Context: an optimization exercise on an open-source flow, tuned for small area, a short achievable clock period and few clock cycles per item. The choices shown serve that exercise and are no tape-out recipe.
Only simulation tests tie the RTL to the original design; equivalence was not proved.

north:
Design nvme_admin, start of the top module:
module nvme_admin (
    input  wire logic         clk,
    input  wire logic         rst_n,
    input  wire logic [251:0] fe_rq,
    output logic      [3:0]   fe_rq_ready,
    output logic      [227:0] fe_cp,
    input  wire logic [3:0]   fe_cp_ready,
    output logic      [125:0] be_rq,
    input  wire logic [1:0]   be_rq_ready,
    input  wire logic [113:0] be_cp,
    output logic      [1:0]   be_cp_ready
);
==> module admin_chain, before the edit <==
module admin_chain #(
    parameter int WIDTH   = 8,
    parameter int DEPTH   = 8,
    parameter int DEC_LSB = 0,
    parameter int DEC_W   = 1
) (
    input  wire logic                  clk,
    input  wire logic                  rst_n,
    input  wire logic                  push,
    input  wire logic [WIDTH-1:0]      wr_data,
    input  wire logic                  pop,
    output logic      [WIDTH-1:0]      head,
    output logic                       head_valid,
    output logic      [2**DEC_W-1:0]   head_dec,
    output logic                       can_push
);
    logic [WIDTH-1:0] st [DEPTH];
    logic [DEPTH-1:0] vld;
    logic [DEPTH-1:0] vld_nx;
    logic [DEPTH-1:0] full_from;    
    logic [DEPTH-1:0] en;           
    always_comb begin
        full_from[DEPTH-1] = vld[DEPTH-1];
        for (int k = DEPTH-2; k >= 0; k--) full_from[k] = vld[k] && full_from[k+1];
        for (int k = 0; k < DEPTH; k++) en[k] = !full_from[k] || pop;
        for (int k = 0; k < DEPTH; k++) begin
            if (en[k]) vld_nx[k] = (k == 0) ? push : vld[k-1];
            else       vld_nx[k] = vld[k];
        end
    end
    always_ff @(posedge clk) begin
        if (!rst_n) begin
            vld      <= '0;
            can_push <= 1'b1;
            head_dec <= '0;
        end else begin
            vld      <= vld_nx;
            can_push <= !(&vld_nx);
            if (en[DEPTH-1]) begin
                head_dec <= '0;
                if (vld[DEPTH-2]) head_dec[st[DEPTH-2][DEC_LSB +: DEC_W]] <= 1'b1;
            end
        end
    end
    always_ff @(posedge clk) begin
        if (en[0]) st[0] <= wr_data;
    end
    for (genvar k = 1; k < DEPTH; k++) begin : g_st
        always_ff @(posedge clk) begin
            if (en[k]) st[k] <= st[k-1];
        end
    end
    assign head       = st[DEPTH-1];
    assign head_valid = vld[DEPTH-1];
endmodule
Settings: LEC_CHECK=0, CAP_MARGIN=20, CORE_MARGIN=2, CORE_UTILIZATION=40, CTS_BUF_LIST=sky130_fd_sc_hd__clkbuf_8, CTS_CLUSTER_DIAMETER=50, CTS_CLUSTER_SIZE=16, SETUP_SLACK_MARGIN=2.5, SLEW_MARGIN=20; clock period 5.0 ns.
standard.sh (not shown) runs the stock make flow with config.mk's settings and CLKGATE_MAP_FILE= SYNTH_SCRIPT=/design/flow/synth_recipe.tcl, a recipe that flattens the netlist after the stock synthesis.
==> flow/flow/run.sh <==
#!/bin/bash
# Standard layout, with plain buf_1 cells as the port buffers and the
# request handshake pins placed together.
set -euo pipefail
export BUFFER_PORTS_ARGS="-buffer_cell sky130_fd_sc_hd__buf_1"
export IO_CONSTRAINTS="$PWD/flow/io.tcl"
bash standard.sh > standard_make.log 2>&1
==> flow/flow/io.tcl <==
# Keep the request valid bits next to the request ready outputs, which
# depend on them combinationally.
set_io_pin_constraint -pin_names {fe_rq[62] fe_rq[125] fe_rq[188] fe_rq[251] fe_rq_ready[0] fe_rq_ready[1] fe_rq_ready[2] fe_rq_ready[3]} -region left:120-150
Testbench counts of north, summed over its fixed seeds: cycles 2,060, items 3,072.
Relative to north, the following input files were edited for south:
--- a/flow/design.v
+++ b/flow/design.v
@@ -78,12 +78,13 @@
     end
     assign can_push = nfull;
 endmodule
 module admin_chain #(
     parameter int WIDTH   = 8,
     parameter int DEPTH   = 8,
+    parameter int INJ     = DEPTH / 2,
     parameter int DEC_LSB = 0,
     parameter int DEC_W   = 1
 ) (
     input  wire logic                  clk,
     input  wire logic                  rst_n,
     input  wire logic                  push,
@@ -96,19 +97,25 @@
 );
     logic [WIDTH-1:0] st [DEPTH];
     logic [DEPTH-1:0] vld;
     logic [DEPTH-1:0] vld_nx;
     logic [DEPTH-1:0] full_from;    
     logic [DEPTH-1:0] en;           
+    logic             low_empty;    
+    logic             inj;          
     always_comb begin
         full_from[DEPTH-1] = vld[DEPTH-1];
         for (int k = DEPTH-2; k >= 0; k--) full_from[k] = vld[k] && full_from[k+1];
         for (int k = 0; k < DEPTH; k++) en[k] = !full_from[k] || pop;
-        for (int k = 0; k < DEPTH; k++) begin
-            if (en[k]) vld_nx[k] = (k == 0) ? push : vld[k-1];
-            else       vld_nx[k] = vld[k];
+        low_empty = (vld[INJ-1:0] == '0);
+        inj       = low_empty && en[INJ];
+        vld_nx[0] = en[0] ? (push && !inj) : vld[0];
+        for (int k = 1; k < DEPTH; k++) begin
+            if (k == INJ && inj) vld_nx[k] = push;
+            else if (en[k])      vld_nx[k] = vld[k-1];
+            else                 vld_nx[k] = vld[k];
         end
     end
     always_ff @(posedge clk) begin
         if (!rst_n) begin
             vld      <= '0;
             can_push <= 1'b1;
@@ -123,14 +130,20 @@
         end
     end
     always_ff @(posedge clk) begin
         if (en[0]) st[0] <= wr_data;
     end
     for (genvar k = 1; k < DEPTH; k++) begin : g_st
-        always_ff @(posedge clk) begin
-            if (en[k]) st[k] <= st[k-1];
+        if (k == INJ) begin : g_inj
+            always_ff @(posedge clk) begin
+                if (en[k]) st[k] <= low_empty ? wr_data : st[k-1];
+            end
+        end else begin : g_mov
+            always_ff @(posedge clk) begin
+                if (en[k]) st[k] <= st[k-1];
+            end
         end
     end
     assign head       = st[DEPTH-1];
     assign head_valid = vld[DEPTH-1];
 endmodule
 `default_nettype wire
For south, the first element of the critical path was fe_rq[62], unlike north, where it was fe_rq[125].
Going from north to south, count of inverters not on the clock network in the layout grows by 3.
In south, the average vias per placed instance came out about 3% above the value in north.
Going from north to south, worst setup margin went down 31 ps, portion of the clock cycle consumed by the worst path in the final layout now larger.
The standard cells in south occupy more silicon area than those in north do.
Diff north -> south: via count increased 5.4%, number of unique standard cell types used by synthesis increased about 2.2%, synthesized cell count up 4.2%, total length of routed wires now sits higher.
Testbench counts of south, summed over its fixed seeds: cycles 2,060, items 3,072.

[afterwards: timing with drivers on the ports]
The flow's constraints put no driver on any port. The routed layouts listed below were extracted and timed again, unchanged, in two steps.
Step 1: set_driving_cell puts a clkbuf_16 on clk and a buf_2 on each other input, an assumption about the parent block.
Step 2, shift: input delay + t, output delay - t, t = (earliest + latest rising clock arrival at the registers) / 2. This alone moves slack from input paths to output paths.
Slacks: ideal ports / drivers / drivers and shift; pairs: ideal ports / drivers.
run	shift t [ns]	slack for setup (ns)	cell pins on the clock port's net
north	0.720	2.426 / 2.341 / 1.856	1
south	0.746	2.395 / 2.316 / 1.768	1
After both steps every run listed still meets setup and hold. For south, which loses most, drivers alone change the setup slack by -0.079 ns; drivers and shift together by -0.627 ns.
